This design comes from an exercise in tuning for small area on the open sky130 flow, not from production work. Function was checked by simulation only, so behaviour that the tests miss may differ from the original. Power figures rest on the tool's default switching activity, not on a simulated workload.

==> flow/config.mk <==
export PLATFORM = sky130hd
export DESIGN_NAME = round_key_bank
export DESIGN_NICKNAME = round_key_bank
export VERILOG_FILES = /design/flow/design.v
export SDC_FILE = /design/flow/constraint.sdc
export NUM_CORES = 4
export LEC_CHECK = 0
export CAP_MARGIN = 20
export CORE_MARGIN = 2
export CORE_UTILIZATION = 50
export PLACE_DENSITY = 0.6
export SLEW_MARGIN = 20
==> flow/constraint.sdc <==
create_clock -name core_clock -period 4.0 [get_ports {i_clk}]
set_input_delay 0.8000 -clock core_clock [delete_from_list [all_inputs] [get_ports {i_clk}]]
set_output_delay 0.8000 -clock core_clock [all_outputs]
set_load 0.01 [all_outputs]
==> flow/design.v <==
module round_key_bank #(
  parameter int unsigned WIDTH = 128,
  parameter int unsigned DEPTH = 10,
  parameter int unsigned BANKS = 2,
  localparam int unsigned AW = (DEPTH > 1) ? $clog2(DEPTH) : 1,
  localparam int unsigned BW = (BANKS > 1) ? $clog2(BANKS) : 1
) (
  input  logic             i_clk,
  input  logic             i_rst,
  input  logic             i_wr_start,
  input  logic [BW-1:0]    i_wr_bank,
  input  logic             i_wr_valid,
  input  logic [WIDTH-1:0] i_wr_data,
  output logic             o_wr_ready,
  input  logic             i_zeroize,
  input  logic             i_rd_en,
  input  logic [BW-1:0]    i_rd_bank,
  input  logic [AW-1:0]    i_rd_addr,
  output logic [WIDTH-1:0] o_rd_data,
  output logic             o_rd_valid,
  output logic             o_rd_err,
  output logic [BANKS-1:0] o_bank_ready,
  output logic             o_busy
);
  localparam int unsigned NENT = BANKS * DEPTH;
  localparam int unsigned LW   = (NENT > 1) ? $clog2(NENT) : 1;
  typedef enum logic [1:0] {StIdle, StLoad, StZero} state_e;
  state_e           r_state;
  logic [BW-1:0]    r_bank;
  logic [AW-1:0]    r_ptr;
  logic [LW-1:0]    r_zidx;
  logic [BANKS-1:0] r_bank_ready;
  logic [WIDTH-1:0] r_rd_data;
  logic             r_rd_valid;
  logic             r_rd_err;
  logic [WIDTH-1:0] r_mem [NENT];
  logic             w_wr_bank_ok;
  logic             w_wr_fire;
  logic [LW-1:0]    w_wr_lin;
  logic             w_rd_ok;
  logic [LW-1:0]    w_rd_lin;
  logic [WIDTH-1:0] w_rd_word;
  assign o_wr_ready   = (r_state == StLoad);
  assign o_busy       = (r_state != StIdle);
  assign o_bank_ready = r_bank_ready;
  assign o_rd_data    = r_rd_data;
  assign o_rd_valid   = r_rd_valid;
  assign o_rd_err     = r_rd_err;
  assign w_wr_bank_ok = (32'(i_wr_bank) < BANKS);
  assign w_wr_fire    = (r_state == StLoad) && i_wr_valid && !i_zeroize;
  assign w_wr_lin     = LW'(r_bank) * LW'(DEPTH) + LW'(r_ptr);
  always_comb begin
    w_rd_ok   = 1'b0;
    w_rd_lin  = '0;
    w_rd_word = '0;
    if ((32'(i_rd_bank) < BANKS) && (32'(i_rd_addr) < DEPTH)) begin
      w_rd_ok  = r_bank_ready[i_rd_bank];
      w_rd_lin = LW'(i_rd_bank) * LW'(DEPTH) + LW'(i_rd_addr);
      if (w_wr_fire && (w_wr_lin == w_rd_lin)) begin
        w_rd_word = i_wr_data;
      end else begin
        w_rd_word = r_mem[w_rd_lin];
      end
    end
  end
  always_ff @(posedge i_clk or posedge i_rst) begin
    if (i_rst) begin
      r_state      <= StIdle;
      r_bank       <= '0;
      r_ptr        <= '0;
      r_zidx       <= '0;
      r_bank_ready <= '0;
    end else begin
      unique case (r_state)
        StIdle: begin
          if (i_zeroize) begin
            r_state      <= StZero;
            r_zidx       <= '0;
            r_bank_ready <= '0;
          end else if (i_wr_start && w_wr_bank_ok) begin
            r_state                 <= StLoad;
            r_bank                  <= i_wr_bank;
            r_ptr                   <= '0;
            r_bank_ready[i_wr_bank] <= 1'b0;
          end
        end
        StLoad: begin
          if (i_zeroize) begin
            r_state      <= StZero;
            r_ptr        <= '0;
            r_zidx       <= '0;
            r_bank_ready <= '0;
          end else if (i_wr_valid) begin
            if (r_ptr == AW'(DEPTH - 1)) begin
              r_ptr                <= '0;
              r_bank_ready[r_bank] <= 1'b1;
              r_state              <= StIdle;
            end else begin
              r_ptr <= r_ptr + AW'(1);
            end
          end
        end
        StZero: begin
          if (r_zidx == LW'(NENT - 1)) begin
            r_zidx  <= '0;
            r_state <= StIdle;
          end else begin
            r_zidx <= r_zidx + LW'(1);
          end
        end
        default: r_state <= StIdle;
      endcase
    end
  end
  always_ff @(posedge i_clk) begin
    if (w_wr_fire) begin
      r_mem[w_wr_lin] <= i_wr_data;
    end else if (r_state == StZero) begin
      r_mem[r_zidx] <= '0;
    end
  end
  always_ff @(posedge i_clk or posedge i_rst) begin
    if (i_rst) begin
      r_rd_data  <= '0;
      r_rd_valid <= 1'b0;
      r_rd_err   <= 1'b0;
    end else begin
      r_rd_valid <= i_rd_en;
      if (i_rd_en) begin
        if (w_rd_ok) begin
          r_rd_err  <= 1'b0;
          r_rd_data <= w_rd_word;
        end else begin
          r_rd_err  <= 1'b1;
          r_rd_data <= '0;
        end
      end
    end
  end
endmodule
==> flow/run.sh <==
#!/bin/bash
# synth_recipe.tcl (not shown) runs the flow's synth.tcl, then flattens the netlist and writes it again
# the make line also repeats each setting of config.mk as NAME=value (left out here)
make -C /OpenROAD-flow-scripts/flow DESIGN_CONFIG=/design/flow/config.mk WORK_HOME=/design/flow/orfs CLKGATE_MAP_FILE= SYNTH_SCRIPT=/design/flow/synth_recipe.tcl finish
==> flow_summary.yaml, run 1 <==
synthesis:
  largest_family_of_logic_cells_by_synthesized_area: "multiplexers"
  synth_area_per_cell_um2: 21.07
  synth_enable_flop_cells: 2560
  synth_async_sr_flop_share_pct: 5.325
  synthMuxAreaShare_pct: 16.29
  synth_cell_types: 54
  synth_seq_cells: 2704
  synth_fp_nets: 5157
  ys_dominant_reg_cell: "edfxtp_1"
  synth.yosys.seq_area_share_pct: 76.28
  ys_warn_count: 1
  post_synth_instance_area_um2: 105500
  synth_largest_area_cell: "edfxtp_1"
  fraction_of_post_synthesis_cell_area_in_the_top_cell_type_by_area_pct: 72.86
  simple_gate_share_of_the_synthesized_area_pct: 1.924
  synth_compound_gate_area_share_pct: 3.609
  synth_area_leaders: "edfxtp_1 (73%), mux4_2 (14%), dfrtp_1 (3.4%)"
  synthCells: 5008
  synthXorXnorAreaFrac_pct: 0.09725
  post_synth_fa_ha_maj_area_fraction_pct: 0.1067
clock_tree:
  tritoncts_clock_tree: "built"
  numCtsBuffers: 295
  clock_sink_count: 2704
  h-tree-depth: 5
  postCtsSetupRepairBufs: 0
  clock_tree.root_cell: "clkbuf_16"
  cts_hold_buffers: 0
  clk_pin_slew_ns: 0.06
  insertion_delay_ns: 0.94
  cts.path.max_buffers: 4
  cts_resized: 0
place:
  dp_worst_slack_ns: -0.01472
  port-buffer-count: 273
  post-dp-hpwl_um: 148700
  place_area_um2: 114600
  globalplace.congestion: 0.7681
pwr:
  switching_power_mw: 21.22
  post-layout-total-power_mw: 78.48
  sw_frac_of_total_pct: 27.04
  p_leak_nw: 40.15
  share_of_total_power_in_combinational_logic_pct: 18.0
  ir_worst_vdd_uv: 544.4
  pwr-share-clk_pct: 32.8
  seq_power_share_pct: 49.2
  pwr_density_cell_nw_per_um2: 634.9
  internal-power_mw: 57.26
sta:
  final_hold_viols: 0
  setup_total_negative_slack_ns: 0
  worst-slew-pin-transition_ns: 1.013
  final.period_utilization_pct: 82.40
  setup_violations: 0
  rsz0062_at_grt: "no"
  timing.final.ws_setup_ns: 0.7040
  fin_worst_skew_ns: 0.05323
  timing.final.crit_period_ns: 3.296
  timing.max_slew.rel_slack_pct: 32.44
  timing_max_transition_violations_final: 0
  fmaxAchievable_ghz: 0.3034
global_route:
  global_route_wire_length_before_repair_um: 400400
  grt_start_max_net_pins: 131
  grt-ovfl-total: 0
  grt_pass1_vias: 55140
  initial_antenna_violation_count: 5
  grtUsageTotal_pct: 26.06
detailed_routing:
  drt-initial-drc-count: 6024
  via_per_inst: 6.314
  drc: 0
  drt.antenna.violating_nets: 0
  dr_total_vias: 54070
  wirelength_um: 280200
  detail_route.wl_per_cell_um: 32.72
  drt_pass1_iterations: 5
run:
  cap_violations: 0
outcome:
  outcome: "finished clean"
setup_path:
  worst_setup_path_startpoint: "r_state[1]"
  crit-reg2reg-launch: "r_state[1]"
  crit_path_top_delay_cell: "dfrtp_1"
  cp_slowest_stage_delay_ns: 0.59
  setup.worst_path.class: "flip-flop to output port"
  cp_max_fo: 15
  cp_data_required_time_ns: 3.20
  worstPathArrival_ns: 2.50
  worstSetupEndpointType: "output port"
  crit_path_cell_trace: "nand2b_1 -> inv_1 -> clkdlybuf4s50_1"
  start_kind: "flip-flop"
finish:
  syn2layout_area_growth_pct: 17.16
  drive_above_1_share_pct: 25.69
  final_nets: 5689
  final.fill_count: 15190
  fin_util_pct: 58.98
  final_area_um2: 123600
floorplanning:
  num_rows: 168
  fp.dieArea_um2: 214700
  floorplan.die.width_um: 463.4
  pin_count: 274
  chipHeight_um: 463.4
  start_util_pct: 50.34
  core_um2: 209600
worst_hold_path:
  timing.hold.worst.start: "i_rd_en"
  min_path_type: "primary input to flip-flop"
-- synth_stat cells (4+ instances only) --
cell and count:
a2111oi_0 7, o2bb2ai_1 40, mux2_2 123, a211oi_1 31
nand2b_1 4, edfxtp_1 2560, mux2i_1 139, nor2_1 39
buf_4 9, o21ai_0 87, xor2_1 7, a21oi_1 93
nand2_1 228, clkbuf_1 145, mux4_2 640, buf_1 21
o2111ai_1 87, dfrtp_1 144, inv_1 93, buf_2 144
o221ai_1 87, ha_1 9, a31oi_1 89, nor3_1 9
and2_1 129, nand3_1 4
-- power by group through the flow --
stage,Clock [mW],Combinational [mW],Sequential [mW]
after floorplan,0,7.29,39.2
after global placement,0,14.0,39.0
after detailed placement,0,14.3,39.2
after CTS,26.1,14.3,38.6
after global routing,27.2,15.0,38.9
final,25.7,14.1,38.6
-- cells by family (layout without fill, tap and decap cells) --
family | after synthesis | in the layout
xor gates and xnor gates | 10 | 10
and+or+nand+nor | 427 | 427
muxes | 902 | 902
AOI/OAI and AO/OA | 542 | 542
other | 0 | 2
DFF | 2704 | 2704
adders and majority gates | 9 | 9
buffers and inverters | 414 | 1162
-- critical path: cells and delay by family, from the launching register on --
| family | cells | cell delay (ns) |
|---|---|---|
| and+or+nand+nor | 1 | 0.30 |
| DFF | 1 | 0.59 |
| buffers and inverters | 2 | 0.71 |
-- placed cells by master, fill, tap and decap left out, drive strengths merged, types with 5 or more instances in the layout --
cell | synthesis | final
mux4 | 640 | 640
ha | 9 | 9
o21ai | 88 | 88
buf | 176 | 284
o2bb2ai | 40 | 40
a21oi | 93 | 93
inv | 93 | 95
a211oi | 31 | 31
clkbuf | 145 | 420
nand2 | 228 | 228
clkdlybuf4s50 | 0 | 271
o2111ai | 87 | 87
clkinv | 0 | 76
a31oi | 91 | 91
dfrtp | 144 | 144
a2111oi | 8 | 8
o221ai | 87 | 87
nor3 | 9 | 9
and2 | 129 | 129
bufinv | 0 | 10
nor2 | 39 | 39
mux2 | 123 | 123
xor2 | 7 | 7
edfxtp | 2560 | 2560
clkinvlp | 0 | 5
mux2i | 139 | 139
-- final timing paths --
path / endpoint / slack, ns / cells after the start
max: o_wr_ready / 0.70 / 3
min: r_rd_valid / 0.24 / 1
max reg2reg: r_mem[0][117] / 0.74 / 5
min reg2reg: r_rd_data[115] / 0.48 / 1
max in group asynchronous: r_rd_data[63] / 2.68 / 3
min in group asynchronous: r_rd_data[30] / 0.40 / 2
-- layout make-up --
| cell class | count | area (um2) | share of cell area [%] |
|---|---|---|---|
| clock inverters | 93 | 710.7 | 0.5749 |
| clock buffers | 420 | 8323 | 6.733 |
| well taps | 2805 | 3510 | 2.839 |
| flip-flops and latches | 2704 | 80480 | 65.11 |
| inverters | 93 | 357.8 | 0.2895 |
| diodes | 2 | 5.005 | 0.004049 |
| multi-input cells | 1890 | 23530 | 19.03 |
| repair buffers | 556 | 6701 | 5.421 |
-- sequential cells by signal, indices dropped and copies added (netlist names) --
| name | cells |
|---|---|
| r_mem | 2560 |
| r_rd_data | 128 |
| r_zidx | 5 |
| r_ptr | 4 |
| r_bank_ready | 2 |
| r_state | 2 |
| r_bank | 1 |
| r_rd_err | 1 |
| r_rd_valid | 1 |
-- metal layers --
metal  wire, um  global-route usage (%)
met5          0                       0
met4       8376                   7.977
met3      20860                   4.292
met2     136300                   41.98
met1     114600                   36.88
-- metrics by stage --
stage          hold slack (ns)  std cells
2_1_floorplan           0.5080       5008
3_3_place_gp            0.4692       8047
3_5_place_dp            0.4730       8048
4_1_cts                 0.1844       8561
5_1_grt                 0.2102       8562
6_report                0.2416       8563
==> inputs of run 2 (changes only) <==
==> flow/design.v (replaced) <==
module round_key_bank #(
  parameter int unsigned WIDTH = 128,
  parameter int unsigned DEPTH = 10,
  parameter int unsigned BANKS = 2,
  localparam int unsigned AW = (DEPTH > 1) ? $clog2(DEPTH) : 1,
  localparam int unsigned BW = (BANKS > 1) ? $clog2(BANKS) : 1
) (
  input  logic             i_clk,
  input  logic             i_rst,
  input  logic             i_wr_start,
  input  logic [BW-1:0]    i_wr_bank,
  input  logic             i_wr_valid,
  input  logic [WIDTH-1:0] i_wr_data,
  output logic             o_wr_ready,
  input  logic             i_zeroize,
  input  logic             i_rd_en,
  input  logic [BW-1:0]    i_rd_bank,
  input  logic [AW-1:0]    i_rd_addr,
  output logic [WIDTH-1:0] o_rd_data,
  output logic             o_rd_valid,
  output logic             o_rd_err,
  output logic [BANKS-1:0] o_bank_ready,
  output logic             o_busy
);
  localparam int unsigned NENT = BANKS * DEPTH;
  localparam int unsigned CW   = (NENT > 1) ? $clog2(NENT) : 1;
  logic             r_load;
  logic             r_zero;
  logic [BW-1:0]    r_bank;
  logic [CW-1:0]    r_cnt;
  logic [BANKS-1:0] r_bank_ready;
  logic             r_rd_valid;
  logic             r_rd_err;
  logic [NENT-1:0]  r_rd_sel;
  logic [WIDTH-1:0] r_mem [BANKS][DEPTH];
  logic             w_beat;
  logic [WIDTH-1:0] w_wd;
  assign o_wr_ready   = r_load;
  assign o_busy       = r_load | r_zero;
  assign o_bank_ready = r_bank_ready;
  assign o_rd_valid   = r_rd_valid;
  assign o_rd_err     = r_rd_err;
  assign w_beat = r_load & i_wr_valid & ~i_zeroize;
  assign w_wd   = r_zero ? '0 : i_wr_data;
  always_ff @(posedge i_clk or posedge i_rst) begin
    if (i_rst) begin
      r_load       <= 1'b0;
      r_zero       <= 1'b0;
      r_bank       <= '0;
      r_cnt        <= '0;
      r_bank_ready <= '0;
    end else begin
      if (r_zero) begin
        if (r_cnt == CW'(NENT - 1)) begin
          r_cnt  <= '0;
          r_zero <= 1'b0;
        end else begin
          r_cnt <= r_cnt + CW'(1);
        end
      end else if (i_zeroize) begin
        r_zero       <= 1'b1;
        r_load       <= 1'b0;
        r_cnt        <= '0;
        r_bank_ready <= '0;
      end else if (r_load) begin
        if (i_wr_valid) begin
          if (r_cnt == CW'(DEPTH - 1)) begin
            r_cnt                <= '0;
            r_load               <= 1'b0;
            r_bank_ready[r_bank] <= 1'b1;
          end else begin
            r_cnt <= r_cnt + CW'(1);
          end
        end
      end else if (i_wr_start && (32'(i_wr_bank) < BANKS)) begin
        r_load                  <= 1'b1;
        r_bank                  <= i_wr_bank;
        r_cnt                   <= '0;
        r_bank_ready[i_wr_bank] <= 1'b0;
      end
    end
  end
  for (genvar b = 0; b < BANKS; b++) begin : g_bank
    logic w_shift;
    assign w_shift = r_zero | (w_beat & (r_bank == BW'(b)));
    always_ff @(posedge i_clk) begin
      if (w_shift) begin
        for (int k = 0; k < DEPTH - 1; k++) r_mem[b][k] <= r_mem[b][k+1];
        r_mem[b][DEPTH-1] <= w_wd;
      end
    end
  end
  always_ff @(posedge i_clk or posedge i_rst) begin
    if (i_rst) r_rd_valid <= 1'b0;
    else       r_rd_valid <= i_rd_en;
  end
  always_ff @(posedge i_clk) begin
    r_rd_err <= ~((32'(i_rd_bank) < BANKS) && (32'(i_rd_addr) < DEPTH) && r_bank_ready[i_rd_bank]);
    for (int b = 0; b < BANKS; b++)
      for (int k = 0; k < DEPTH; k++)
        r_rd_sel[b*DEPTH+k] <= r_bank_ready[b] && (32'(i_rd_bank) == b) && (32'(i_rd_addr) == k);
  end
  always_comb begin
    o_rd_data = '0;
    for (int b = 0; b < BANKS; b++)
      for (int k = 0; k < DEPTH; k++)
        o_rd_data = o_rd_data | ({WIDTH{r_rd_sel[b*DEPTH+k]}} & r_mem[b][k]);
  end
endmodule
==> run 2 against run 1 <==
Compared with the run above:
- fmax fell by 16%
- still clean
- synthesized cell count fell by 7.2%
- register-to-register slack improved by 0.85 ns
- critical endpoint is now o_rd_data[79]
- power rose by 0.65%
- worst hold slack got worse by 0.034 ns
- cell area fell by 12%
- via count fell by 3.1%
- largest power group unchanged
- clock skew fell by 0.024 ns
- combinational power fell by about 60%
- routed wire length fell by 8.2%
==> flow_summary.yaml, run 2 <==
finish:
  final_nets: 5343
  drive_above_1_share_pct: 12.63
  syn2layout_area_growth_pct: 18.01
  top_regs: "r_mem x2560, r_rd_sel x20, r_cnt x5"
  fin_util_pct: 59.53
  final_area_um2: 109300
  top_register: "r_mem"
  multi_input_comb_area_um2: 13840
  final.fill_count: 13390
  largest_reg_flops: 2560
  seqCellArea_um2: 77650
  instances_no_fill: 7856
  layout.cells.most_common_list: "edfxtp_1 (2560), a22o_1 (512), a221oi_1 (511), clkbuf_16 (285), a22oi_1 (257)"
  layout_commonest_cell: "edfxtp_1"
detailed_routing:
  drt_pass1_iterations: 6
  drt.antenna.violating_nets: 0
  via_per_inst: 6.670
  dr_total_vias: 52400
  wirelength_um: 257200
  drc: 0
  detail_route.wl_per_cell_um: 32.74
  drt-initial-drc-count: 6945
sta:
  final.period_utilization_pct: 98.06
  timing.final.crit_period_ns: 3.922
  final_hold_viols: 0
  worst-slew-pin-transition_ns: 0.7457
  timing_max_transition_violations_final: 0
  setup_violations: 0
  fmaxAchievable_ghz: 0.2550
  rsz0062_at_grt: "no"
  timing.final.ws_setup_ns: 0.07778
  timing.max_slew.rel_slack_pct: 50.29
  final.hold.worst_slack_ns: 0.2077
  fin_worst_skew_ns: 0.02940
  setup_total_negative_slack_ns: 0
place:
  port-buffer-count: 273
  post-dp-hpwl_um: 143600
  dp_cells: 7317
  place_area_um2: 100100
  dp_worst_slack_ns: 0.5875
  globalplace.congestion: 0.8228
clock_tree:
  numCtsBuffers: 277
  clock_tree.root_cell: "clkbuf_16"
  clock_sink_count: 2592
  cts.path.max_buffers: 4
  insertion_delay_ns: 0.90
  clk_pin_slew_ns: 0.06
  h-tree-depth: 5
  tritoncts_clock_tree: "built"
setup_path:
  crit-reg2reg-launch: "r_zero"
  setup.worst_path.class: "flip-flop to output port"
  cp_max_fo: 9
  worstPathArrival_ns: 3.12
  timing.reg2reg.setup_slack_ns: 1.59
  ff2ff_path_depth: 5
  start_kind: "flip-flop"
  cp_data_required_time_ns: 3.20
  worstSetupEndpointType: "output port"
  timing.rr.end: "r_mem[14][39]"
synthesis:
  ys_warn_count: 2
  synth_area_leaders: "edfxtp_1 (83%), a221oi_1 (4.8%), a22o_1 (4.8%)"
  ys_dominant_reg_cell: "edfxtp_1"
  synth_seq_cells: 2592
  synth_async_sr_flop_share_pct: 0.4244
  fraction_of_post_synthesis_cell_area_in_the_top_cell_type_by_area_pct: 82.97
  synth_common_cells: "edfxtp_1 (2560), a221oi_1 (512), a22o_1 (512)"
  synth_enable_flop_cells: 2560
  synth_cell_types: 43
  post_synth_instance_area_um2: 92650
  synthCells: 4647
  synth_largest_area_cell: "edfxtp_1"
  synth_area_per_cell_um2: 19.94
  synth_fp_nets: 4789
  synth.yosys.seq_area_share_pct: 83.72
  synth.most_common_cell: "edfxtp_1"
global_route:
  grt-ovfl-total: 0
  grtUsageTotal_pct: 26.85
  grt_pass1_vias: 51530
  grt_start_max_net_pins: 100
  global_route_wire_length_before_repair_um: 367100
  initial_antenna_violation_count: 14
pwr:
  pwr_density_cell_nw_per_um2: 722.5
  ir_worst_vdd_uv: 396.1
  p_leak_nw: 41.44
  post-layout-total-power_mw: 78.99
floorplanning:
  floorplan.die.width_um: 434.5
  start_util_pct: 50.44
  num_rows: 157
  chipHeight_um: 434.5
  fp.dieArea_um2: 188800
  pin_count: 274
  core_um2: 183700
outcome:
  outcome: "finished clean"
run:
  cap_violations: 0
worst_hold_path:
  min_path_type: "primary input to async pin"
run 2: changes by cell type after synthesis, sizes merged, moves of 128 or more:
cell | before | now
a221oi | 0 | 512
a22o | 1 | 512
a22oi | 2 | 257
and2 | 129 | 1
dfrtp | 144 | 11
mux2i | 139 | 0
mux4 | 640 | 0
nand2 | 228 | 13
run 2: cell type report:
cell class / instances / area share, %
inverters: 5 / 0.01717
repair buffers: 574 / 5.943
clock buffers: 351 / 6.759
clock inverters: 112 / 0.7679
well taps: 2464 / 2.820
multi-input cells: 1751 / 12.66
flip-flops and latches: 2592 / 71.02
diodes: 7 / 0.01602
run 2: power breakdown:
part           internal, mW  switching [mW]
clock network          13.8            10.2
logic                  1.82            3.77
registers              43.6            5.84
run 2: kinds of logic after synthesis:
family	count (synthesis)	synth area share, %
fa+ha+maj	2	0.02700
buf+inv	304	1.382
simple gates	448	2.943
flops	2592	83.72
mux	1	0.01215
compound gates	1300	11.91
run 2: worst max path at each step:
stage	start	to	slack, ns	cells past startpoint
final	r_rd_sel[4]	o_rd_data[79]	0.08	7
after global routing	r_rd_sel[12]	o_rd_data[0]	0.0002	6
after CTS	r_rd_sel[0]	o_rd_data[51]	0.00009	7
after detailed placement	r_rd_sel[19]	o_rd_data[25]	0.59	6
after global placement	r_rd_sel[19]	o_rd_data[25]	0.59	6
after floorplan	i_zeroize	r_mem[0][0]	-29.01	2
run 2: what timing repair did:
action | 4_1_cts | 5_1_grt
endpoints found under the hold margin | 0 | 0
pin swaps | 1 | 0
endpoints found under the setup margin | 127 | 28
cloned | 0 | 0
buffers inserted | 67 | 2
resized for setup | 26 | 28
hold buffers | 0 | 0
run 2: layer usage:
metal	track usage, %	part of all wire, %
met3	4.531	8.7
met2	41.35	46
met5	0	0
met4	9.170	3.2
met1	39.17	42
run 2: worst max-delay path, cell delays in order, from the launching register on:
cell and delay [ns]:
dfxtp_4 0.45, buf_12 0.19, buf_4 0.14, a22o_1 0.20
a221oi_1 0.19, and3_1 0.20, nand4_1 0.27, clkdlybuf4s50_1 0.58
==> inputs of run 3 (changes only) <==
--- a/flow/design.v
+++ b/flow/design.v
@@ -30,4 +30,5 @@
   logic [CW-1:0]    r_cnt;
   logic [BANKS-1:0] r_bank_ready;
+  logic             r_pol;
   logic             r_rd_valid;
   logic             r_rd_err;
@@ -36,4 +37,5 @@
   logic             w_beat;
   logic [WIDTH-1:0] w_wd;
+  logic [WIDTH-1:0] w_word;
   assign o_wr_ready   = r_load;
   assign o_busy       = r_load | r_zero;
@@ -42,5 +44,5 @@
   assign o_rd_err     = r_rd_err;
   assign w_beat = r_load & i_wr_valid & ~i_zeroize;
-  assign w_wd   = r_zero ? '0 : i_wr_data;
+  assign w_wd   = i_wr_data ^ {WIDTH{r_pol}};
   always_ff @(posedge i_clk or posedge i_rst) begin
     if (i_rst) begin
@@ -50,5 +52,7 @@
       r_cnt        <= '0;
       r_bank_ready <= '0;
+      r_pol        <= 1'b0;
     end else begin
+      r_pol <= ~r_pol;
       if (r_zero) begin
         if (r_cnt == CW'(NENT - 1)) begin
@@ -81,12 +85,17 @@
     end
   end
+  logic w_clr;
+  assign w_clr = r_zero & r_pol;
   for (genvar b = 0; b < BANKS; b++) begin : g_bank
-    logic w_shift;
-    assign w_shift = r_zero | (w_beat & (r_bank == BW'(b)));
+    logic w_load_b;
+    logic w_sh;
+    logic w_hd;
+    assign w_load_b = w_beat & (r_bank == BW'(b));
+    assign w_sh     = w_load_b | w_clr;
+    assign w_hd     = ~w_load_b | w_clr;
     always_ff @(posedge i_clk) begin
-      if (w_shift) begin
-        for (int k = 0; k < DEPTH - 1; k++) r_mem[b][k] <= r_mem[b][k+1];
-        r_mem[b][DEPTH-1] <= w_wd;
-      end
+      for (int k = 0; k < DEPTH - 1; k++)
+        r_mem[b][k] <= ~((r_mem[b][k] | {WIDTH{w_sh}}) & (r_mem[b][k+1] | {WIDTH{w_hd}}));
+      r_mem[b][DEPTH-1] <= ~((r_mem[b][DEPTH-1] | {WIDTH{w_sh}}) & (w_wd | {WIDTH{w_hd}}));
     end
   end
@@ -102,8 +111,9 @@
   end
   always_comb begin
-    o_rd_data = '0;
+    w_word = '0;
     for (int b = 0; b < BANKS; b++)
       for (int k = 0; k < DEPTH; k++)
-        o_rd_data = o_rd_data | ({WIDTH{r_rd_sel[b*DEPTH+k]}} & r_mem[b][k]);
+        w_word = w_word | ({WIDTH{r_rd_sel[b*DEPTH+k]}} & r_mem[b][k]);
   end
+  assign o_rd_data = w_word ^ {WIDTH{r_pol & ~r_rd_err}};
 endmodule
==> run 3 against run 2 <==
Compared with the run above:
- still clean on timing, DRC and antenna
- synthesized cell count rose by 73%
- clock-buffer cell count rose by 58
- die area fell by 5.4%
- fmax rose by 0.27%
- clock power rose by 7%
- critical path depth rose by 1
- worst hold slack improved by 0.017 ns
- largest power group unchanged
- highest routed layer is now met5
==> flow_summary.yaml, run 3 <==
outcome:
  outcome: "finished clean"
finish:
  final_nets: 8264
  syn2layout_area_growth_pct: 18.35
  drive_above_1_share_pct: 11.94
  layout_commonest_cell: "dfxtp_1"
  layout.cells.most_common_list: "dfxtp_1 (2561), o22ai_1 (2560), a22oi_1 (512), a22o_1 (385), a221oi_1 (354)"
  top_regs: "r_mem x2560, r_rd_sel x20, r_cnt x5"
  final_area_um2: 103700
  fin_util_pct: 59.60
  largest_reg_flops: 2560
  top_register: "r_mem"
setup_path:
  worstSetupEndpointType: "output port"
  cp_max_fo: 18
  setup.worst_path.class: "flip-flop to output port"
  start_kind: "flip-flop"
  cp_data_required_time_ns: 3.20
  critPathCapture: "o_rd_data[75]"
  timing.rr.end: "r_mem[2][88]"
  crit-reg2reg-launch: "r_pol"
  worst_setup_path_startpoint: "r_rd_sel[0]"
  worstPathArrival_ns: 3.11
  ff2ff_path_depth: 7
  timing.reg2reg.setup_slack_ns: 1.27
sta:
  timing_max_transition_violations_final: 0
  timing.max_slew.rel_slack_pct: 43.26
  final.hold.worst_slack_ns: 0.2246
  fin_worst_skew_ns: 0.02697
  final_hold_viols: 0
  rsz0062_at_grt: "no"
  timing.final.ws_setup_ns: 0.08852
  setup_violations: 0
  final.period_utilization_pct: 97.79
  worst-slew-pin-transition_ns: 0.8511
  timing.final.crit_period_ns: 3.911
  fmaxAchievable_ghz: 0.2557
clock_tree:
  cts.path.max_buffers: 4
  clk_pin_slew_ns: 0.06
  h-tree-depth: 5
  tritoncts_clock_tree: "built"
  insertion_delay_ns: 0.91
  cts_hold_buffers: 0
  clock_tree.root_cell: "clkbuf_16"
  clock_sink_count: 2593
  numCtsBuffers: 283
synthesis:
  synth_fp_nets: 8195
  fraction_of_post_synthesis_cell_area_in_the_top_cell_type_by_area_pct: 58.96
  post_synth_instance_area_um2: 87640
  synth.yosys.seq_area_share_pct: 59.30
  synthCells: 8053
  synth_seq_cells: 2593
  synth_common_cells: "dfxtp_1 (2581), o22ai_1 (2560), a22oi_1 (512)"
  synth_area_leaders: "dfxtp_1 (59%), o22ai_1 (18%), a22oi_1 (4.4%)"
  synth_enable_flop_cells: 0
  synth_cell_types: 38
  synth.most_common_cell: "dfxtp_1"
  synth_async_sr_flop_share_pct: 0.4628
  synth_largest_area_cell: "dfxtp_1"
  ys_warn_count: 2
  ys_dominant_reg_cell: "dfxtp_1"
  synth_area_per_cell_um2: 10.88
floorplanning:
  fp.dieArea_um2: 178600
  floorplan.die.width_um: 422.7
  chipHeight_um: 422.7
  num_rows: 153
  start_util_pct: 50.36
  core_um2: 174000
  pin_count: 274
detailed_routing:
  drc: 0
  drt_pass1_iterations: 6
  dr_total_vias: 73890
  drt-initial-drc-count: 9431
  via_per_inst: 6.943
  wirelength_um: 297700
  detail_route.wl_per_cell_um: 27.98
  drt.antenna.violating_nets: 0
global_route:
  global_route_wire_length_before_repair_um: 442000
  grt_pass1_vias: 69440
  grt-ovfl-total: 0
  initial_antenna_violation_count: 6
  grtUsageTotal_pct: 31.58
  grt_start_max_net_pins: 166
pwr:
  post-layout-total-power_mw: 64.77
  pwr_density_cell_nw_per_um2: 624.5
  ir_worst_vdd_uv: 408.2
  p_leak_nw: 36.58
run:
  cap_violations: 0
worst_hold_path:
  min_path_type: "primary input to async pin"
place:
  globalplace.congestion: 0.8265
  dp_worst_slack_ns: 0.2910
  port-buffer-count: 273
  post-dp-hpwl_um: 160600
  place_area_um2: 92430
==> run 3: cells by family (layout without fill, tap and decap cells) <==
logic type | count (synthesis) | count (layout) | synth area share [%]
AOI/OAI and AO/OA | 3861 | 3861 | 30.48
xor gates and xnor gates | 256 | 256 | 2.558
adders and majority gates | 2 | 2 | 0.02855
buffers and inverters | 889 | 1152 | 5.048
DFF | 2593 | 2593 | 59.30
muxes | 2 | 2 | 0.02570
other | 0 | 1 | 0
and+or+nand+nor | 450 | 450 | 2.561
==> run 3: worst min path at each step <==
stage                     to  slack, ns  depth (start not counted)
4_1_cts           r_rd_valid       0.20                          2
5_1_grt             r_cnt[1]       0.26                          2
3_3_place_gp   r_mem[0][118]       0.42                          1
3_5_place_dp    r_mem[0][91]       0.43                          1
2_1_floorplan   r_mem[10][0]       0.41                          1
6_report          r_rd_valid       0.22                          2
==> run 3: worst max-delay path, cell delays in order (launching register included) <==
cell	delay (ns)
dfxtp_4	0.40
buf_4	0.19
bufbuf_16	0.33
a22o_1	0.26
a221oi_2	0.19
nand3_1	0.16
nor2_4	0.20
xor2_4	0.21
clkdlybuf4s15_1	0.27
==> run 3: final cells by class <==
type,count,area [um2]
fillers,14430,70290
flip-flops and latches,2593,52050
multi-input cells,4571,31970
clock buffers,409,8353
repair buffers,667,7650
well taps,2325,2909
clock inverters,70,765.7
inverters,6,22.52
diodes,1,2.502
==> run 3: power by group <==
| group | internal, mW | switching, mW |
|---|---|---|
| registers | 28.4 | 2.45 |
| logic | 3.34 | 4.81 |
| clock network | 15.5 | 10.3 |
==> run 3: per-layer routing <==
| metal | vias to the layer above | GRT usage, % | part of all wire [%] |
|---|---|---|---|
| met3 | 787 | 4.741 | 7.6 |
| met4 | 2 | 14.85 | 4.9 |
| met2 | 3622 | 48.57 | 45 |
| met5 | - | 0 | 0.0044 |
| met1 | 36720 | 43.64 | 43 |
| li1 | 32760 | - | - |
==> run 3: through the flow <==
step / setup TNS, ns / cells
finish: 0 / 10640
global route: 0 / 10640
detailed placement: 0 / 10060
floorplan: 0 / 8053
CTS: -0.1961 / 10640
global placement: 0 / 10060
==> run 3: timing repair <==
action,in CTS,in global routing
resized for setup,290,47
endpoints found under the setup margin,128,32
buffers inserted,95,3
cloned,3,1
pin swaps,82,35
==> inputs of run 4 (changes only) <==
--- a/flow/config.mk
+++ b/flow/config.mk
@@ -9,4 +9,6 @@
 export CORE_MARGIN = 2
 export CORE_UTILIZATION = 50
+export CTS_CLUSTER_DIAMETER = 100
+export CTS_CLUSTER_SIZE = 30
 export PLACE_DENSITY = 0.6
 export SLEW_MARGIN = 20
==> run 4 against run 3 <==
Compared with the run above:
- combinational power increased by 2.8%
- sequential power about the same
- power decreased by 20%
- core utilization decreased by 3.4 points
- first-iteration DRC count decreased by 9.0%
- still clean
- sequential share of layout area increased by 3.1 points
- register-to-register slack about the same
- critical path depth unchanged
- fmax decreased by 0.44%
- synthesized cell count unchanged
==> flow_summary.yaml, run 4 <==
outcome:
  outcome: "finished clean"
synthesis:
  synth_fp_nets: 8195
  synth_compound_gate_area_share_pct: 30.48
  simple_gate_share_of_the_synthesized_area_pct: 2.561
  synth.yosys.seq_area_share_pct: 59.30
  largest_family_of_logic_cells_by_synthesized_area: "compound AO/OA/AOI/OAI gates"
  synthXorXnorAreaFrac_pct: 2.558
  synth_largest_area_cell: "dfxtp_1"
  synth_seq_cells: 2593
  synth_cell_types: 38
  synth_enable_flop_cells: 0
  ys_dominant_reg_cell: "dfxtp_1"
  post_synth_fa_ha_maj_area_fraction_pct: 0.02855
  synth_async_sr_flop_share_pct: 0.4628
  synthCells: 8053
  synthMuxAreaShare_pct: 0.02570
  synth_common_cells: "dfxtp_1 (2581), o22ai_1 (2560), a22oi_1 (512)"
  synth_area_per_cell_um2: 10.88
  ys_warn_count: 2
  fraction_of_post_synthesis_cell_area_in_the_top_cell_type_by_area_pct: 58.96
  synth.most_common_cell: "dfxtp_1"
  post_synth_instance_area_um2: 87640
  synth_area_leaders: "dfxtp_1 (59%), o22ai_1 (18%), a22oi_1 (4.4%)"
place:
  post-dp-hpwl_um: 160600
  port-buffer-count: 273
  dp_worst_slack_ns: 0.2910
  globalplace.congestion: 0.8265
clock_tree:
  insertion_delay_ns: 0.77
  h-tree-depth: 3
  clock_sink_count: 2593
  numCtsBuffers: 97
  clk_pin_slew_ns: 0.12
  cts.path.max_buffers: 3
  tritoncts_clock_tree: "built"
  clock_tree.root_cell: "clkbuf_16"
  cts_hold_buffers: 0
run:
  cap_violations: 0
detailed_routing:
  via_per_inst: 6.999
  dr_total_vias: 72050
  drt_pass1_iterations: 6
  drt.antenna.violating_nets: 0
  detail_route.wl_per_cell_um: 28.10
  drt-initial-drc-count: 8583
  wirelength_um: 289300
  drc: 0
finish:
  drive_above_1_share_pct: 8.846
  top_regs: "r_mem x2560, r_rd_sel x20, r_cnt x5"
  final_nets: 8096
  layout_commonest_cell: "dfxtp_1"
  top_register: "r_mem"
  syn2layout_area_growth_pct: 11.54
  largest_reg_flops: 2560
  layout.cells.most_common_list: "dfxtp_1 (2561), o22ai_1 (2560), a22oi_1 (512), a22o_1 (385), a221oi_1 (335)"
  antenna_cells_inserted: 0
  fin_util_pct: 56.18
pwr:
  share_of_total_power_in_combinational_logic_pct: 16.2
  seq_power_share_pct: 59.5
  post-layout-total-power_mw: 51.84
  pwr-share-clk_pct: 24.4
  pwr_density_cell_nw_per_um2: 530.3
  ir_worst_vdd_uv: 343.1
  sw_frac_of_total_pct: 29.12
  p_leak_nw: 33.89
  internal-power_mw: 36.75
  switching_power_mw: 15.09
floorplanning:
  pin_count: 274
  fp.dieArea_um2: 178600
  num_rows: 153
  floorplan.die.width_um: 422.7
  core_um2: 174000
  chipHeight_um: 422.7
  start_util_pct: 50.36
setup_path:
  worstSetupEndpointType: "output port"
  worstPathArrival_ns: 3.13
  cp_max_fo: 8
  worst_setup_path_startpoint: "r_rd_sel[8]"
  cp_data_required_time_ns: 3.20
  setup.worst_path.class: "flip-flop to output port"
  start_kind: "flip-flop"
  crit-reg2reg-launch: "r_pol"
sta:
  setup_violations: 0
  worst-slew-pin-transition_ns: 0.8668
  timing_max_transition_violations_final: 0
  timing.final.ws_setup_ns: 0.07117
  fin_worst_skew_ns: 0.02579
  final_hold_viols: 0
  final.period_utilization_pct: 98.22
  fmaxAchievable_ghz: 0.2545
  timing.max_slew.rel_slack_pct: 42.22
  timing.final.crit_period_ns: 3.929
  rsz0062_at_grt: "yes"
global_route:
  grt_met2_use_pct: 47.70
  initial_antenna_violation_count: 4
  grt_pass1_vias: 67010
  grt_start_max_net_pins: 166
  grtUsageTotal_pct: 30.55
  met3_usage_pct: 3.528
  grt.busiest_layer: "met2"
  grt-ovfl-total: 0
  met1_usage_pct: 43.02
  global_route_wire_length_before_repair_um: 429200
worst_hold_path:
  min_path_type: "primary input to async pin"
-- run 4: cell counts after synthesis --
No cell type changed its count.
-- run 4: path summary, 6_finish.rpt --
check                                        to  slack, ns  depth (start not counted)
worst max-delay path              o_rd_data[17]       0.07                          8
worst min-delay path            r_bank_ready[0]       0.34                          2
worst max register to register     r_mem[3][85]       1.26                          6
worst min register to register    r_mem[0][122]       0.44                          1
max in group asynchronous                 r_pol       3.27                          2
min in group core_clock           r_mem[0][122]       0.44                          1
-- run 4: area by class of cell --
class / instances / area, um2
clock inverter: 5 / 57.56
clock buffer: 110 / 2645
fill: 14920 / 76260
sequential: 2593 / 52050
multi-input combinational: 4571 / 32060
inverter: 6 / 22.52
timing repair buffer: 685 / 8013
tap: 2325 / 2909
-- run 4: kinds of logic (layout without fill, tap and decap cells) --
family          count (synthesis)  after routing
fa+ha+maj                       2              2
compound gates               3861           3861
mux                             2              2
flops                        2593           2593
buf+inv                       889            806
simple gates                  450            450
xor+xnor                      256            256
-- run 4: through the flow --
stage / hold slack, ns / instances / cell area (um2) / setup TNS [ns]
3_3_place_gp: 0.4181 / 10060 / 92430 / 0
6_report: 0.3398 / 10300 / 97760 / 0
5_1_grt: 0.3655 / 10300 / 97760 / -0.05916
4_1_cts: 0.3266 / 10270 / 96920 / -0.1461
2_1_floorplan: 0.4117 / 8053 / 87640 / 0
3_5_place_dp: 0.4279 / 10060 / 92430 / 0
-- run 4: what timing repair did --
item,CTS,global route
setup endpoints to repair,128,97
gates cloned,1,0
pin swaps,7,65
buffers inserted,98,21
resized for setup,122,162
-- run 4: critical path, stage by stage (launching register included) --
cell and delay, ns:
dfxtp_4 0.47, buf_6 0.21, buf_4 0.15, a22o_1 0.17, a221oi_1 0.23, nand4_1 0.18
nor2_4 0.22, xor2_1 0.17, clkdlybuf4s50_1 0.55
-- run 4: routing by layer --
metal  vias to the layer above  part of all wire [%]
met3                       567                   6.7
met1                     36180                    44
met5                         -                     0
met2                      3117                    45
met4                         0                   4.3
li1                      32190                     -
-- run 4: power by group through the flow --
stage,clock network [mW],logic [mW],registers (mW)
2_1_floorplan,0,5.18,30.5
3_3_place_gp,0,8.02,31.3
3_5_place_dp,0,8.03,31.3
4_1_cts,12.8,8.36,30.7
5_1_grt,13.7,8.88,31.1
6_report,12.6,8.38,30.8
==> inputs of run 5 (changes only) <==
--- a/flow/design.v
+++ b/flow/design.v
@@ -30,11 +30,13 @@
   logic [CW-1:0]    r_cnt;
   logic [BANKS-1:0] r_bank_ready;
-  logic             r_pol;
   logic             r_rd_valid;
   logic             r_rd_err;
   logic [NENT-1:0]  r_rd_sel;
-  logic [WIDTH-1:0] r_mem [BANKS][DEPTH];
+  logic             r_rd_ph;
+  logic [NENT-1:0]  w_rd_sel;
+  logic [WIDTH:0]   r_mem [BANKS][DEPTH];
   logic             w_beat;
-  logic [WIDTH-1:0] w_wd;
+  logic             w_clr;
+  logic [WIDTH:0]   w_wd;
   logic [WIDTH-1:0] w_word;
   assign o_wr_ready   = r_load;
@@ -44,5 +46,6 @@
   assign o_rd_err     = r_rd_err;
   assign w_beat = r_load & i_wr_valid & ~i_zeroize;
-  assign w_wd   = i_wr_data ^ {WIDTH{r_pol}};
+  assign w_clr  = r_zero;
+  assign w_wd   = {1'b0, i_wr_data};
   always_ff @(posedge i_clk or posedge i_rst) begin
     if (i_rst) begin
@@ -52,7 +55,5 @@
       r_cnt        <= '0;
       r_bank_ready <= '0;
-      r_pol        <= 1'b0;
     end else begin
-      r_pol <= ~r_pol;
       if (r_zero) begin
         if (r_cnt == CW'(NENT - 1)) begin
@@ -85,6 +86,4 @@
     end
   end
-  logic w_clr;
-  assign w_clr = r_zero & r_pol;
   for (genvar b = 0; b < BANKS; b++) begin : g_bank
     logic w_load_b;
@@ -96,6 +95,6 @@
     always_ff @(posedge i_clk) begin
       for (int k = 0; k < DEPTH - 1; k++)
-        r_mem[b][k] <= ~((r_mem[b][k] | {WIDTH{w_sh}}) & (r_mem[b][k+1] | {WIDTH{w_hd}}));
-      r_mem[b][DEPTH-1] <= ~((r_mem[b][DEPTH-1] | {WIDTH{w_sh}}) & (w_wd | {WIDTH{w_hd}}));
+        r_mem[b][k] <= ~((r_mem[b][k] | {(WIDTH+1){w_sh}}) & (r_mem[b][k+1] | {(WIDTH+1){w_hd}}));
+      r_mem[b][DEPTH-1] <= ~((r_mem[b][DEPTH-1] | {(WIDTH+1){w_sh}}) & (w_wd | {(WIDTH+1){w_hd}}));
     end
   end
@@ -104,9 +103,16 @@
     else       r_rd_valid <= i_rd_en;
   end
+  always_comb begin
+    for (int b = 0; b < BANKS; b++)
+      for (int k = 0; k < DEPTH; k++)
+        w_rd_sel[b*DEPTH+k] = r_bank_ready[b] && (32'(i_rd_bank) == b) && (32'(i_rd_addr) == k);
+  end
   always_ff @(posedge i_clk) begin
     r_rd_err <= ~((32'(i_rd_bank) < BANKS) && (32'(i_rd_addr) < DEPTH) && r_bank_ready[i_rd_bank]);
+    r_rd_sel <= w_rd_sel;
+    r_rd_ph  <= 1'b0;
     for (int b = 0; b < BANKS; b++)
       for (int k = 0; k < DEPTH; k++)
-        r_rd_sel[b*DEPTH+k] <= r_bank_ready[b] && (32'(i_rd_bank) == b) && (32'(i_rd_addr) == k);
+        if (w_rd_sel[b*DEPTH+k]) r_rd_ph <= ~r_mem[b][k][WIDTH];
   end
   always_comb begin
@@ -114,6 +120,6 @@
     for (int b = 0; b < BANKS; b++)
       for (int k = 0; k < DEPTH; k++)
-        w_word = w_word | ({WIDTH{r_rd_sel[b*DEPTH+k]}} & r_mem[b][k]);
+        w_word = w_word | ({WIDTH{r_rd_sel[b*DEPTH+k]}} & r_mem[b][k][WIDTH-1:0]);
   end
-  assign o_rd_data = w_word ^ {WIDTH{r_pol & ~r_rd_err}};
+  assign o_rd_data = w_word[WIDTH-1:0] ^ {WIDTH{r_rd_ph}};
 endmodule
==> flow/flow/run.sh (new file) <==
#!/bin/bash
# Layout: the standard flow (standard.sh: standard synthesis, floorplan, power grid,
# placement, CTS, routing), with one change: the buffers that buffer_ports puts on every
# input and output port are sky130_fd_sc_hd__buf_1 instead of the default delay buffer.
# make's output goes to flow_make.log here; ORFS keeps each step's log under orfs/logs/.
set -euo pipefail
bash standard.sh "BUFFER_PORTS_ARGS=-buffer_cell sky130_fd_sc_hd__buf_1" finish > flow_make.log 2>&1
==> flow/standard.sh (new file) <==
#!/bin/bash
# synth_recipe.tcl (not shown) runs the flow's synth.tcl, then flattens the netlist and writes it again
# the make line also repeats each setting of config.mk as NAME=value (left out here)
make -C /OpenROAD-flow-scripts/flow DESIGN_CONFIG=/design/flow/config.mk WORK_HOME=/design/flow/orfs CLKGATE_MAP_FILE= SYNTH_SCRIPT=/design/flow/synth_recipe.tcl "${@:-finish}"
removed: flow/run.sh
==> run 5 against run 4 <==
Compared with the run above:
- synthesized cell count down 0.88%
- synthesized area down 0.89%
- worst hold slack worse by 0.21 ns
- critical path depth down 1
- final cell count down 2.2%
- core utilization down 2.2 points
- critical path type unchanged
==> flow_summary.yaml, run 5 <==
outcome:
  outcome: "finished clean"
synthesis:
  synth_fp_nets: 8124
  synth_common_cells: "dfxtp_1 (2602), o22ai_1 (2580), a22oi_1 (512)"
  synth_largest_area_cell: "dfxtp_1"
  synth.yosys.seq_area_share_pct: 60.29
  synth_enable_flop_cells: 0
  synth_area_per_cell_um2: 10.88
  synth_seq_cells: 2613
  synth_cell_types: 59
  ys_warn_count: 2
  synthCells: 7982
  synth_area_leaders: "dfxtp_1 (60%), o22ai_1 (19%), a22oi_1 (4.4%)"
  ys_dominant_reg_cell: "dfxtp_1"
  synth_async_sr_flop_share_pct: 0.4210
  fraction_of_post_synthesis_cell_area_in_the_top_cell_type_by_area_pct: 59.97
  synth.most_common_cell: "dfxtp_1"
  post_synth_instance_area_um2: 86860
finish:
  layout_commonest_cell: "dfxtp_1"
  syn2layout_area_growth_pct: 6.873
  layout.cells.most_common_list: "dfxtp_1 (2581), o22ai_1 (2580), a22oi_1 (512), a22o_1 (386), a221oi_1 (384)"
  final_nets: 7879
  largest_reg_flops: 2580
  drive_above_1_share_pct: 5.173
  final_area_um2: 92830
  top_regs: "r_mem x2580, r_rd_sel x20, r_cnt x5"
  top_register: "r_mem"
  fin_util_pct: 53.93
sta:
  timing.max_slew.rel_slack_pct: 33.44
  rsz0062_at_grt: "no"
  setup_total_negative_slack_ns: 0
  setup_violations: 0
  worst-slew-pin-transition_ns: 0.9984
  final.period_utilization_pct: 98.89
  fmaxAchievable_ghz: 0.2528
  final_hold_viols: 0
  timing.final.ws_setup_ns: 0.04429
  timing.final.crit_period_ns: 3.956
  timing_max_transition_violations_final: 0
  fin_worst_skew_ns: 0.03092
  final.hold.worst_slack_ns: 0.1310
floorplanning:
  start_util_pct: 50.47
  floorplan.die.width_um: 420.8
  fp.dieArea_um2: 177100
  num_rows: 152
  pin_count: 274
  core_um2: 172100
  chipHeight_um: 420.8
pwr:
  sw_frac_of_total_pct: 31.11
  share_of_total_power_in_combinational_logic_pct: 16.2
  pwr-share-clk_pct: 20.9
  switching_power_mw: 18.77
  seq_power_share_pct: 62.9
  p_leak_nw: 34.84
  ir_worst_vdd_uv: 402.6
  pwr_density_cell_nw_per_um2: 649.9
  internal-power_mw: 41.56
setup_path:
  critical_path_cell_count: 7
  crit_path_cell_trace: "buf_4 -> a22o_1 -> a221oi_1 -> nand4_1 -> nor2_1 -> xnor2_1 -> buf_1"
  crit-reg2reg-launch: "r_load"
  cp_max_fo: 22
  critPathBufInv: 2
  timing.rr.end: "r_mem[4][81]"
  crit_path_top_delay_cell: "dfxtp_4"
  worstSetupEndpointType: "output port"
  setup.worst_path.class: "flip-flop to output port"
  critPathCapture: "o_rd_data[54]"
  cp_slowest_stage_delay_ns: 0.84
  ff2ff_path_depth: 7
  critPathTopFamily: "flip-flops"
  worstPathArrival_ns: 3.16
  cp_data_required_time_ns: 3.20
  timing.reg2reg.setup_slack_ns: 1.40
  start_kind: "flip-flop"
  worst_setup_path_startpoint: "r_rd_sel[19]"
clock_tree:
  clock_tree.root_cell: "clkbuf_16"
  clock_sink_count: 2613
  cts.path.max_buffers: 3
  insertion_delay_ns: 0.77
  clk_pin_slew_ns: 0.11
  h-tree-depth: 3
  numCtsBuffers: 97
  tritoncts_clock_tree: "built"
detailed_routing:
  detail_route.wl_per_cell_um: 27.45
  wirelength_um: 276300
  dr_total_vias: 70640
  drc: 0
  via_per_inst: 7.018
  drt_pass1_iterations: 6
  drt.antenna.violating_nets: 0
  drt-initial-drc-count: 7554
global_route:
  grt_pass1_vias: 66000
  grt_start_max_net_pins: 161
  global_route_wire_length_before_repair_um: 412600
  grtUsageTotal_pct: 29.56
  initial_antenna_violation_count: 8
  grt-ovfl-total: 0
place:
  dp_worst_slack_ns: 0.6486
  post-dp-hpwl_um: 158700
  place_area_um2: 90040
  globalplace.congestion: 0.8174
  port-buffer-count: 273
worst_hold_path:
  min_path_type: "primary input to flip-flop"
  min_delay_path_depth: 1
run:
  cap_violations: 0
[run 5: how the worst min path moves through the flow]
stage,startpoint,end,slack (ns)
final,i_rd_en,r_rd_valid,0.13
after global routing,i_rd_en,r_rd_valid,0.1
after CTS,i_rd_en,r_rd_valid,0.08
after detailed placement,r_mem[10][56],r_mem[10][56],0.43
after global placement,r_mem[10][97],r_mem[10][97],0.42
after floorplan,r_mem[0][128],r_mem[0][128],0.41
[run 5: cell families after synthesis]
family,count (synthesis),synth area share (%)
XOR/XNOR,128,1.291
buffers and inverters,878,4.556
flip-flops,2613,60.29
AO/OA/AOI/OAI,3894,31.06
multiplexers,4,0.06482
adder cells (fa/ha/maj),2,0.02881
AND/OR/NAND/NOR,463,2.717
[run 5: power groups by stage]
stage | Clock (mW) | Combinational (mW) | Sequential, mW
2_1_floorplan | 0 | 7.42 | 36.6
3_3_place_gp | 0 | 9.40 | 38.2
3_5_place_dp | 0 | 9.74 | 38.3
4_1_cts | 12.8 | 9.75 | 37.7
5_1_grt | 13.7 | 10.7 | 38.6
6_report | 12.6 | 9.78 | 38.0
[run 5: metrics by stage]
stage / power [mW] / cells
after floorplan: 44.00 / 7982
after detailed placement: 48.01 / 9941
after global placement: 47.60 / 9941
after CTS: 60.27 / 10060
after global routing: 63.00 / 10060
final: 60.33 / 10070
[run 5: what timing repair did]
action	4_1_cts	5_1_grt
resized for setup	2	2
endpoints found under the hold margin	11	0
setup buffers	1	5
setup endpoints to repair	3	7
hold buffers	1	0
[run 5: layout make-up]
cell class,instances,area (um2)
diodes,3,7.507
clock buffers,109,2557
clock inverters,5,80.08
fillers,15180,79290
inverters,5,18.77
multi-input cells,4491,30560
flip-flops and latches,2613,52440
well taps,2310,2890
repair buffers,529,4267
[run 5: worst register-to-register path, delay by kind of cell, from the launching register on]
| family | cells | cell delay, ns |
|---|---|---|
| simple gates | 3 | 0.80 |
| flops | 1 | 0.59 |
| buf+inv | 3 | 0.78 |
| compound gates | 1 | 0.29 |
[run 5: metal layers]
metal | routed length (um) | part of all wire, % | vias to the layer above | GRT usage (%)
met1 | 119900 | 43 | 35540 | 40.97
li1 | - | - | 31750 | -
met5 | 44 | 0.016 | - | 0
met4 | 10340 | 3.7 | 8 | 10.40
met2 | 127400 | 46 | 2847 | 47.64
met3 | 18630 | 6.7 | 497 | 3.614
==> inputs of run 6 (changes only) <==
--- a/flow/design.v
+++ b/flow/design.v
@@ -32,5 +32,5 @@
   logic             r_rd_valid;
   logic             r_rd_err;
-  logic [NENT-1:0]  r_rd_sel;
+  logic [NENT-1:0]  r_rd_nsel;
   logic             r_rd_ph;
   logic [NENT-1:0]  w_rd_sel;
@@ -110,6 +110,6 @@
   always_ff @(posedge i_clk) begin
     r_rd_err <= ~((32'(i_rd_bank) < BANKS) && (32'(i_rd_addr) < DEPTH) && r_bank_ready[i_rd_bank]);
-    r_rd_sel <= w_rd_sel;
-    r_rd_ph  <= 1'b0;
+    r_rd_nsel <= ~w_rd_sel;
+    r_rd_ph  <= 1'b1;
     for (int b = 0; b < BANKS; b++)
       for (int k = 0; k < DEPTH; k++)
@@ -117,9 +117,9 @@
   end
   always_comb begin
-    w_word = '0;
+    w_word = '1;
     for (int b = 0; b < BANKS; b++)
       for (int k = 0; k < DEPTH; k++)
-        w_word = w_word | ({WIDTH{r_rd_sel[b*DEPTH+k]}} & r_mem[b][k][WIDTH-1:0]);
+        w_word = w_word & (r_mem[b][k][WIDTH-1:0] | {WIDTH{r_rd_nsel[b*DEPTH+k]}});
   end
-  assign o_rd_data = w_word[WIDTH-1:0] ^ {WIDTH{r_rd_ph}};
+  assign o_rd_data = w_word ^ {WIDTH{r_rd_ph}};
 endmodule
==> run 6 against run 5 <==
Compared with the run above:
- power grew 2.6%
- die area increased by 0.67%
- clock power barely moved
- register-to-register slack about the same
- combinational power up 16%
- sequential share of layout area is 0.37 points higher
- via count up 1.9%
- clock skew shrank 0.0038 ns
- fmax up 1.9%
- global-route usage is 0.62 points lower
- routed wire length is 0.84% lower
- flip-flop and latch count unchanged
- critical endpoint is now o_rd_data[103]
- largest cell class unchanged
==> flow_summary.yaml, run 6 <==
outcome:
  outcome: "finished clean"
sta:
  timing_max_transition_violations_final: 0
  setup_violations: 0
  timing.final.ws_setup_ns: 0.1196
  timing.final.crit_period_ns: 3.880
  rsz0062_at_grt: "no"
  fin_worst_skew_ns: 0.02717
  fmaxAchievable_ghz: 0.2577
  setup_total_negative_slack_ns: 0
  worst-slew-pin-transition_ns: 0.8177
  timing.max_slew.rel_slack_pct: 45.49
  final_hold_viols: 0
  final.period_utilization_pct: 97.01
pwr:
  ir_worst_vdd_uv: 413.9
  pwr_density_cell_nw_per_um2: 671.2
  p_leak_nw: 35.90
synthesis:
  synth_fp_nets: 8381
  synth_cell_types: 54
  synth.most_common_cell: "o22ai_1"
  synthCells: 8239
  ys_warn_count: 2
  ys_dominant_reg_cell: "dfxtp_1"
  synth_async_sr_flop_share_pct: 0.4210
  synth_common_cells: "o22ai_1 (3603), dfxtp_1 (2602), buf_2 (406)"
  synth_area_per_cell_um2: 10.61
  fraction_of_post_synthesis_cell_area_in_the_top_cell_type_by_area_pct: 59.57
  synth_enable_flop_cells: 0
  synth_area_leaders: "dfxtp_1 (60%), o22ai_1 (26%), buf_2 (2.3%)"
  post_synth_instance_area_um2: 87440
  synth_largest_area_cell: "dfxtp_1"
  synth.yosys.seq_area_share_pct: 59.88
  synth_seq_cells: 2613
finish:
  top_regs: "r_mem x2580, r_rd_nsel x20, r_cnt x5"
  final_area_um2: 92230
  layout.cells.most_common_list: "o22ai_1 (3603), dfxtp_1 (2581), nor2_1 (394), buf_1 (273), buf_4 (144)"
  largest_reg_flops: 2580
  instances_no_fill: 10350
  syn2layout_area_growth_pct: 5.472
  drive_above_1_share_pct: 5.223
  top_register: "r_mem"
  multi_input_comb_area_um2: 29570
  seqCellArea_um2: 52440
  final.fill_count: 15760
  layout_commonest_cell: "o22ai_1"
  final_nets: 8148
floorplanning:
  start_util_pct: 50.31
  chipHeight_um: 422.2
  fp.dieArea_um2: 178200
  core_um2: 173800
  num_rows: 153
  pin_count: 274
  floorplan.die.width_um: 422.2
global_route:
  grt_start_max_net_pins: 134
  global_route_wire_length_before_repair_um: 413100
  initial_antenna_violation_count: 8
  grt-ovfl-total: 0
  grt_pass1_vias: 67230
  grtUsageTotal_pct: 28.94
clock_tree:
  tritoncts_clock_tree: "built"
  clock_sink_count: 2613
  clk_pin_slew_ns: 0.11
  insertion_delay_ns: 0.79
  clock_tree.root_cell: "clkbuf_16"
  cts.path.max_buffers: 3
  numCtsBuffers: 98
  h-tree-depth: 3
detailed_routing:
  drt_pass1_iterations: 8
  drt-initial-drc-count: 8280
  drc: 0
  via_per_inst: 6.958
  drt.antenna.violating_nets: 0
  dr_total_vias: 72010
  detail_route.wl_per_cell_um: 26.48
  wirelength_um: 274000
place:
  globalplace.congestion: 0.8279
  dp_cells: 10220
  place_area_um2: 89360
  post-dp-hpwl_um: 158100
  dp_worst_slack_ns: 0.8415
  port-buffer-count: 273
run:
  cap_violations: 0
setup_path:
  start_kind: "flip-flop"
  worst_setup_path_startpoint: "r_rd_nsel[11]"
  timing.reg2reg.setup_slack_ns: 1.40
  critPathCapture: "o_rd_data[103]"
  setup.worst_path.class: "flip-flop to output port"
  worstSetupEndpointType: "output port"
  ff2ff_path_depth: 6
  cp_max_fo: 25
  worstPathArrival_ns: 3.08
  timing.rr.end: "r_mem[11][84]"
  cp_data_required_time_ns: 3.20
  crit-reg2reg-launch: "r_load"
worst_hold_path:
  min_path_type: "primary input to flip-flop"
  min_delay_path_depth: 1
[run 6: cell count changes after synthesis, sizes merged, moves of 3 or more]
| cell | previous run | this run |
|---|---|---|
| o22a | 1 | 128 |
| clkbuf | 401 | 81 |
| buf | 472 | 794 |
| a221oi | 384 | 0 |
| nand2 | 11 | 26 |
| o221ai | 1 | 128 |
| a22oi | 512 | 2 |
| nand3 | 131 | 11 |
| mux2i | 0 | 3 |
| nor3 | 4 | 134 |
| o22ai | 2580 | 3603 |
| nor2 | 156 | 397 |
| a22o | 386 | 3 |
[run 6: how the worst min path moves through the flow]
stage / start / endpoint / slack (ns)
CTS: i_rd_en / r_rd_valid / 0.08
detailed placement: r_mem[0][37] / r_mem[0][37] / 0.43
floorplan: r_mem[10][128] / r_mem[10][128] / 0.41
global placement: r_mem[10][119] / r_mem[10][119] / 0.42
finish: i_rd_en / r_rd_valid / 0.12
global route: i_rd_en / r_rd_valid / 0.09
[run 6: power breakdown]
part / switching, mW / internal, mW / total (mW)
Combinational: 6.13 / 5.14 / 11.3
Clock: 7.90 / 4.74 / 12.6
Sequential: 5.47 / 32.5 / 38.0
[run 6: what timing repair did]
| action | CTS | global route |
|---|---|---|
| hold buffers | 1 | 0 |
| resized for setup | 0 | 2 |
| buffers inserted | 1 | 7 |
| endpoints found under the hold margin | 11 | 0 |
| endpoints found under the setup margin | 1 | 19 |
| pin swaps | 0 | 1 |
[run 6: per-layer routing]
metal / GRT usage, % / vias up / routed length [um]
li1: - / 32360 / -
met1: 41.74 / 35850 / 121600
met2: 44.79 / 3250 / 122400
met3: 3.657 / 545 / 20250
met4: 9.732 / 8 / 9603
met5: 0 / - / 48
[run 6: layout make-up]
type,instances,share of cell area [%]
Sequential cell,2613,56.86
Multi-Input combinational cell,4747,32.06
Timing Repair Buffer,542,4.991
Antenna cell,2,0.005427
Inverter,4,0.01628
Clock inverter,8,0.1099
Clock buffer,108,2.801
Tap cell,2325,3.154
[run 6: metrics by stage]
step           power (mW)  utilization, %  hold slack [ns]
6_report            61.91           53.06           0.1242
5_1_grt             64.73           53.06          0.08889
4_1_cts             61.82           52.98          0.07867
3_5_place_dp        49.51           51.41           0.4266
3_3_place_gp        49.14           51.41           0.4183
2_1_floorplan       45.72               -           0.4116
[run 6: kinds of logic (layout without fill, tap and decap cells)]
| kind of cell | count (synthesis) | count (layout) | synth area share, % |
|---|---|---|---|
| compound gates | 3890 | 3890 | 28.61 |
| xor+xnor | 128 | 128 | 1.282 |
| fa+ha+maj | 2 | 2 | 0.02861 |
| buf+inv | 879 | 662 | 6.320 |
| flops | 2613 | 2613 | 59.88 |
| mux | 8 | 8 | 0.1030 |
| other cells | 0 | 2 | 0 |
| simple gates | 719 | 719 | 3.770 |
[run 6: worst max-delay path, stage by stage, from the launching register on]
cell and delay (ns):
dfxtp_4 0.70, buf_12 0.30, buf_4 0.32, o22ai_1 0.12, nor3_1 0.18, nand4_1 0.12, xnor2_1 0.33, buf_1 0.20
==> inputs of run 7 (changes only) <==
--- a/flow/config.mk
+++ b/flow/config.mk
@@ -8,7 +8,7 @@
 export CAP_MARGIN = 20
 export CORE_MARGIN = 2
-export CORE_UTILIZATION = 50
+export CORE_UTILIZATION = 65
 export CTS_CLUSTER_DIAMETER = 100
 export CTS_CLUSTER_SIZE = 30
-export PLACE_DENSITY = 0.6
+export PLACE_DENSITY = 0.8
 export SLEW_MARGIN = 20
==> run 7 against run 6 <==
Compared with the run above:
- register-to-register slack worse by 0.09 ns
- via count rose by 2.4%
- worst hold slack improved by 0.018 ns
- clock power down 3%
- clock-buffer cell count increased by 1
- fmax down 0.38%
- core utilization up 15 points
- largest power group unchanged
- still clean on timing, DRC and antenna
- final cell count down 5.5%
==> flow_summary.yaml, run 7 <==
outcome:
  outcome: "finished clean"
finish:
  final_nets: 8138
  multi_input_comb_area_um2: 29570
  seqCellArea_um2: 52440
  drive_above_1_share_pct: 5.031
  largest_reg_flops: 2580
  top_regs: "r_mem x2580, r_rd_nsel x20, r_cnt x5"
  layout_commonest_cell: "o22ai_1"
  syn2layout_area_growth_pct: 4.204
  final.fill_count: 10050
  instances_no_fill: 9782
  layout.cells.most_common_list: "o22ai_1 (3603), dfxtp_1 (2581), nor2_1 (394), buf_1 (273), buf_4 (155)"
global_route:
  grtUsageTotal_pct: 35.48
  grt_pass1_vias: 67720
  grt_start_max_net_pins: 153
  global_route_wire_length_before_repair_um: 391700
  grt-ovfl-total: 0
sta:
  final.period_utilization_pct: 97.38
  timing.final.crit_period_ns: 3.895
  timing_max_transition_violations_final: 0
  rsz0062_at_grt: "no"
  timing.final.ws_setup_ns: 0.1050
  worst-slew-pin-transition_ns: 0.8889
  setup_violations: 0
  final_hold_viols: 0
  timing.max_slew.rel_slack_pct: 40.74
synthesis:
  post_synth_instance_area_um2: 87440
  fraction_of_post_synthesis_cell_area_in_the_top_cell_type_by_area_pct: 59.57
  synthCells: 8239
  synthXorXnorAreaFrac_pct: 1.282
  synth_fp_nets: 8381
  synth.most_common_cell: "o22ai_1"
  synth_largest_area_cell: "dfxtp_1"
  synth_enable_flop_cells: 0
  synth_area_per_cell_um2: 10.61
  ys_dominant_reg_cell: "dfxtp_1"
  ys_warn_count: 2
  largest_family_of_logic_cells_by_synthesized_area: "compound AO/OA/AOI/OAI gates"
  synth_area_leaders: "dfxtp_1 (60%), o22ai_1 (26%), buf_2 (2.3%)"
  synth_common_cells: "o22ai_1 (3603), dfxtp_1 (2602), buf_2 (406)"
  synth_async_sr_flop_share_pct: 0.4210
  synth_seq_cells: 2613
place:
  port-buffer-count: 273
  post-dp-hpwl_um: 152500
  dp_worst_slack_ns: 0.9061
  dp_cells: 9660
floorplanning:
  fp.dieArea_um2: 137500
  chipHeight_um: 370.8
  num_rows: 134
  pin_count: 274
  start_util_pct: 65.52
pwr:
  post-layout-total-power_mw: 61.46
  ir_worst_vdd_uv: 533.1
  pwr_density_cell_nw_per_um2: 674.5
  p_leak_nw: 35.67
clock_tree:
  clk_pin_slew_ns: 0.11
  insertion_delay_ns: 0.76
  numCtsBuffers: 97
  clock_sink_count: 2613
  cts.path.max_buffers: 3
setup_path:
  cp_max_fo: 26
  worstSetupEndpointType: "output port"
  setup.worst_path.class: "flip-flop to output port"
  worstPathArrival_ns: 3.10
worst_hold_path:
  min_path_type: "primary input to flip-flop"
detailed_routing:
  dr_total_vias: 73740
  drt-initial-drc-count: 10520
  drt.antenna.violating_nets: 0
  wirelength_um: 259000
  via_per_inst: 7.538
run:
  cap_violations: 0
run 7: cell counts after synthesis:
Identical to the previous run, type by type.
run 7: final cells by class:
cell class / count / share of cell area, %
flip-flops and latches: 2613 / 57.55
inverters: 4 / 0.01648
well taps: 1768 / 2.428
clock inverters: 4 / 0.06179
diodes: 4 / 0.01099
clock buffers: 109 / 2.771
multi-input cells: 4747 / 32.46
repair buffers: 533 / 4.700
run 7: report_power, final:
group / internal [mW] / total (mW) / leakage [nW] / switching (mW)
Sequential: 32.5 / 38.1 / 21.2 / 5.54
Combinational: 5.08 / 11.2 / 13.2 / 6.12
Clock: 4.55 / 12.2 / 1.26 / 7.64
run 7: cells by family (layout without fill, tap and decap cells):
kind of cell	after synthesis	in the layout
flip-flops	2613	2613
adder cells (fa/ha/maj)	2	2
multiplexers	8	8
AO/OA/AOI/OAI	3890	3890
buffers and inverters	879	650
other	0	4
XOR/XNOR	128	128
AND/OR/NAND/NOR	719	719
run 7: layer usage:
metal  up-vias  routed length, um  track usage (%)
met5         -                 68                0
met4        10              12590            15.64
met3       879              28990            6.377
met2      4824             113000            52.80
met1     35750             104300            50.60
li1      32280                  -                -
run 7: path summary, 6_finish.rpt:
| check | from | to | slack (ns) | depth (start not counted) |
|---|---|---|---|---|
| min in group asynchronous | i_rst | r_cnt[2] | 0.55 | 3 |
| worst max-delay path | r_rd_nsel[17] | o_rd_data[4] | 0.10 | 6 |
| worst min register to register | r_mem[0][97] | r_mem[0][97] | 0.44 | 1 |
| worst min-delay path | i_rd_en | r_rd_valid | 0.14 | 1 |
| worst max register to register | r_load | r_mem[6][67] | 1.31 | 7 |
| max in group asynchronous | i_rst | r_rd_valid | 3.14 | 3 |
run 7: through the flow:
| step | area, um2 | hold slack [ns] |
|---|---|---|
| 2_1_floorplan | 87440 | 0.4116 |
| 3_3_place_gp | 88430 | 0.4187 |
| 3_5_place_dp | 88430 | 0.4278 |
| 4_1_cts | 91020 | 0.09732 |
| 5_1_grt | 91110 | 0.1162 |
| 6_report | 91120 | 0.1426 |
run 7: repair_timing:
action / in CTS / in global routing
hold buffers: 1 / 0
setup endpoints to repair: 0 / 10
setup buffers: 0 / 4
hold endpoints to repair: 11 / 0
gates resized for setup: 0 / 2
run 7: worst max-delay path, cell delays in order, from the launching register on:
cell     delay (ns)
dfxtp_4        0.82
buf_4          0.43
o22ai_1        0.15
nor3_1         0.21
nand4_1        0.29
xnor2_1        0.25
buf_1          0.18

Setup slack of run 7, layout unchanged: 0.105 ns with ideal ports, 0.025 ns with driving cells assumed (clock clkbuf_16, inputs buf_2), 0.854 ns with port delays also shifted by the 0.829 ns mid clock arrival.
